Background: an optimization exercise with open tools, aiming at small area, a short achievable clock period and few clock cycles. Do not read the settings as production practice.

==> flow/design.v <==
module hfg_rec_sched #(
    parameter int REC_LAT = 2
) (
    input  logic             iClk,
    input  logic             iReset_n,
    input  logic             iStart,
    input  logic [7:0]       iNumRec,
    output logic [7:0]       oDescAddr,
    input  logic [40:0]      iDescData,
    output logic [9:0]       oIiAddr,
    input  logic [20:0]      iIiData,
    output logic [83:0]      o4Rec0,
    output logic [83:0]      o4Rec1,
    output logic [83:0]      o4Rec2,
    output logic [83:0]      o4Rec3,
    output logic [83:0]      o4Rec4,
    output logic [83:0]      o4Rec5,
    output logic [83:0]      o4Rec6,
    output logic [83:0]      o4Rec7,
    output logic [7:0]       oSign,
    output logic             oReady,
    output logic             oResValid,
    output logic [7:0]       oResMask,
    output logic             oBusy,
    output logic             oDone
);
    logic [20:0]        chain [32];
    logic [7:0]         sgn;
    logic [9:0]         ii_addr_q;
    logic               busy_q;
    logic [7:0]         num_q;
    logic [7:0]         desc_addr;    
    logic               s0, s1, s2, s3;   
    logic               last_q;       
    logic               a_real, a_last;   
    logic               c_real, c_last;   
    logic               pad;          
    logic [4:0]         cw;           
    logic               ready_q;
    logic               lastb_q;
    logic [REC_LAT-1:0] dl_v;
    logic [REC_LAT-1:0] dl_l;
    logic [7:0]         mask_q;
    logic               done_q;
    logic               accept;
    logic               cap_any;
    logic [7:0]         last_mask;
    assign accept  = iStart && !busy_q;
    assign cap_any = c_real || pad;
    always_comb begin
        for (int l = 0; l < 8; l++) last_mask[l] = (num_q[2:0] == 3'd0) || (3'(l) < num_q[2:0]);
    end
    always_ff @(posedge iClk) begin
        chain[0] <= c_real ? iIiData : 21'd0;
        for (int i = 1; i < 32; i++) chain[i] <= chain[i-1];
        ii_addr_q <= ({10{s1}} & iDescData[19:10]) | ({10{s2}} & iDescData[29:20]) |
                     ({10{s3}} & iDescData[39:30]) | ({10{!(s1 || s2 || s3)}} & iDescData[9:0]);
        if (s3)
            sgn <= {iDescData[40], sgn[7:1]};
        else if (pad && cw[1:0] == 2'd3)
            sgn <= {1'b0, sgn[7:1]};
    end
    always_ff @(posedge iClk or negedge iReset_n) begin
        if (!iReset_n) begin
            busy_q    <= 1'b0;
            num_q     <= '0;
            desc_addr <= '0;
            s0        <= 1'b0;
            s1        <= 1'b0;
            s2        <= 1'b0;
            s3        <= 1'b0;
            last_q    <= 1'b0;
            a_real    <= 1'b0;
            a_last    <= 1'b0;
            c_real    <= 1'b0;
            c_last    <= 1'b0;
            pad       <= 1'b0;
            cw        <= '0;
            ready_q   <= 1'b0;
            lastb_q   <= 1'b0;
            dl_v      <= '0;
            dl_l      <= '0;
            mask_q    <= '0;
            done_q    <= 1'b0;
        end else begin
            a_real <= (accept && iNumRec != 8'd0) || s0 || s1 || s2 || s3;
            a_last <= s3 && last_q;
            s1     <= (accept && iNumRec != 8'd0) || s0;
            s2     <= s1;
            s3     <= s2;
            s0     <= s3 && !last_q;
            if (accept) begin
                num_q  <= iNumRec;
                busy_q <= 1'b1;
            end
            if (s1) last_q <= (desc_addr + 8'd1) == num_q;
            if (s2) desc_addr <= last_q ? 8'd0 : desc_addr + 8'd1;
            c_real <= a_real;
            c_last <= a_last;
            if (cap_any) cw <= cw + 5'd1;
            if (cw == 5'd31) pad <= 1'b0;
            else if (c_last) pad <= 1'b1;
            ready_q <= cap_any && cw == 5'd31;
            lastb_q <= (c_last || pad) && cw == 5'd31;
            dl_v[0] <= ready_q;
            dl_l[0] <= lastb_q;
            for (int i = 1; i < REC_LAT; i++) begin
                dl_v[i] <= dl_v[i-1];
                dl_l[i] <= dl_l[i-1];
            end
            if (dl_v[REC_LAT-2]) mask_q <= dl_l[REC_LAT-2] ? last_mask : 8'hFF;
            else                 mask_q <= 8'h00;
            done_q <= (accept && iNumRec == 8'd0) || (dl_v[REC_LAT-2] && dl_l[REC_LAT-2]);
            if (done_q) busy_q <= 1'b0;
        end
    end
    assign oIiAddr   = ii_addr_q;
    assign oDescAddr = desc_addr;
    assign o4Rec0    = {chain[28], chain[29], chain[30], chain[31]};
    assign o4Rec1    = {chain[24], chain[25], chain[26], chain[27]};
    assign o4Rec2    = {chain[20], chain[21], chain[22], chain[23]};
    assign o4Rec3    = {chain[16], chain[17], chain[18], chain[19]};
    assign o4Rec4    = {chain[12], chain[13], chain[14], chain[15]};
    assign o4Rec5    = {chain[8],  chain[9],  chain[10], chain[11]};
    assign o4Rec6    = {chain[4],  chain[5],  chain[6],  chain[7]};
    assign o4Rec7    = {chain[0],  chain[1],  chain[2],  chain[3]};
    assign oSign     = sgn;
    assign oReady    = ready_q;
    assign oResValid = dl_v[REC_LAT-1];
    assign oResMask  = mask_q;
    assign oBusy     = busy_q;
    assign oDone     = done_q;
endmodule
export LEC_CHECK = 0
export CAP_MARGIN = 20
export CORE_AREA = 5 5 205 205
export DIE_AREA = 0 0 210 210
export SLEW_MARGIN = 20
create_clock -name core_clock -period 4.0 [get_ports {iClk}]
standard.sh (not shown) runs the stock make flow with config.mk's settings and CLKGATE_MAP_FILE= SYNTH_SCRIPT=/design/flow/synth_recipe.tcl, a recipe that flattens the netlist after the stock synthesis.
==> flow/flow/run.sh <==
#!/bin/bash
export BUFFER_PORTS_ARGS="-buffer_cell sky130_fd_sc_hd__buf_1"
# Pins one routing track apart so the die can be smaller.
export PLACE_PINS_ARGS="-min_distance 1 -min_distance_in_tracks"
bash standard.sh > standard.log 2>&1
Then changed:
Settings changed: SETUP_SLACK_MARGIN from default to 2.1.
The changed run completed with no timing, DRC or antenna violations.
Sequential cell count is unchanged.
Setup slack gets better by 0.23 ns.
Critical path depth does not change.
Design area came out higher by 14%.
Sequential share of layout area came out lower by 6.4 points.
Clock-buffer cell count does not change.
Wire length came out higher by 7.8%.
Die area is unchanged.
Register-to-register slack gets better by 0.05 ns.
No run of this note included a check of the RTL's function; only the layout flow was run.

[port drivers added, routing unchanged]
In the flow no input, the clock included, has a driving cell. The finished layouts below were timed again as built, in two steps.
Step 1 assumes that a clkbuf_16 drives the clock port and a buf_2 every other input.
Step 2 adds t to the input delays and takes it off the output delays; t is the mean of the earliest and latest rising clock arrival at the registers after step 1. Input paths then give back, and output paths get back, about the clock's delay inside the block.
Three values: ideal ports, drivers, drivers and shift; two values: the first two.
run	shift t [ns]	setup slack, ns	worst setup path after step 2	latest minus earliest clock arrival (ns)	pins driven straight from the clock port
the first run	0.629	1.838 / 1.782 / 1.880	input to register	0.025 / 0.025	1
the second run	0.631	2.068 / 2.012 / 1.852	input to register	0.023 / 0.023	1
After both steps every run listed still meets setup and hold. For the second run, which loses most, drivers alone change the setup slack by -0.056 ns; drivers and shift together by -0.216 ns.
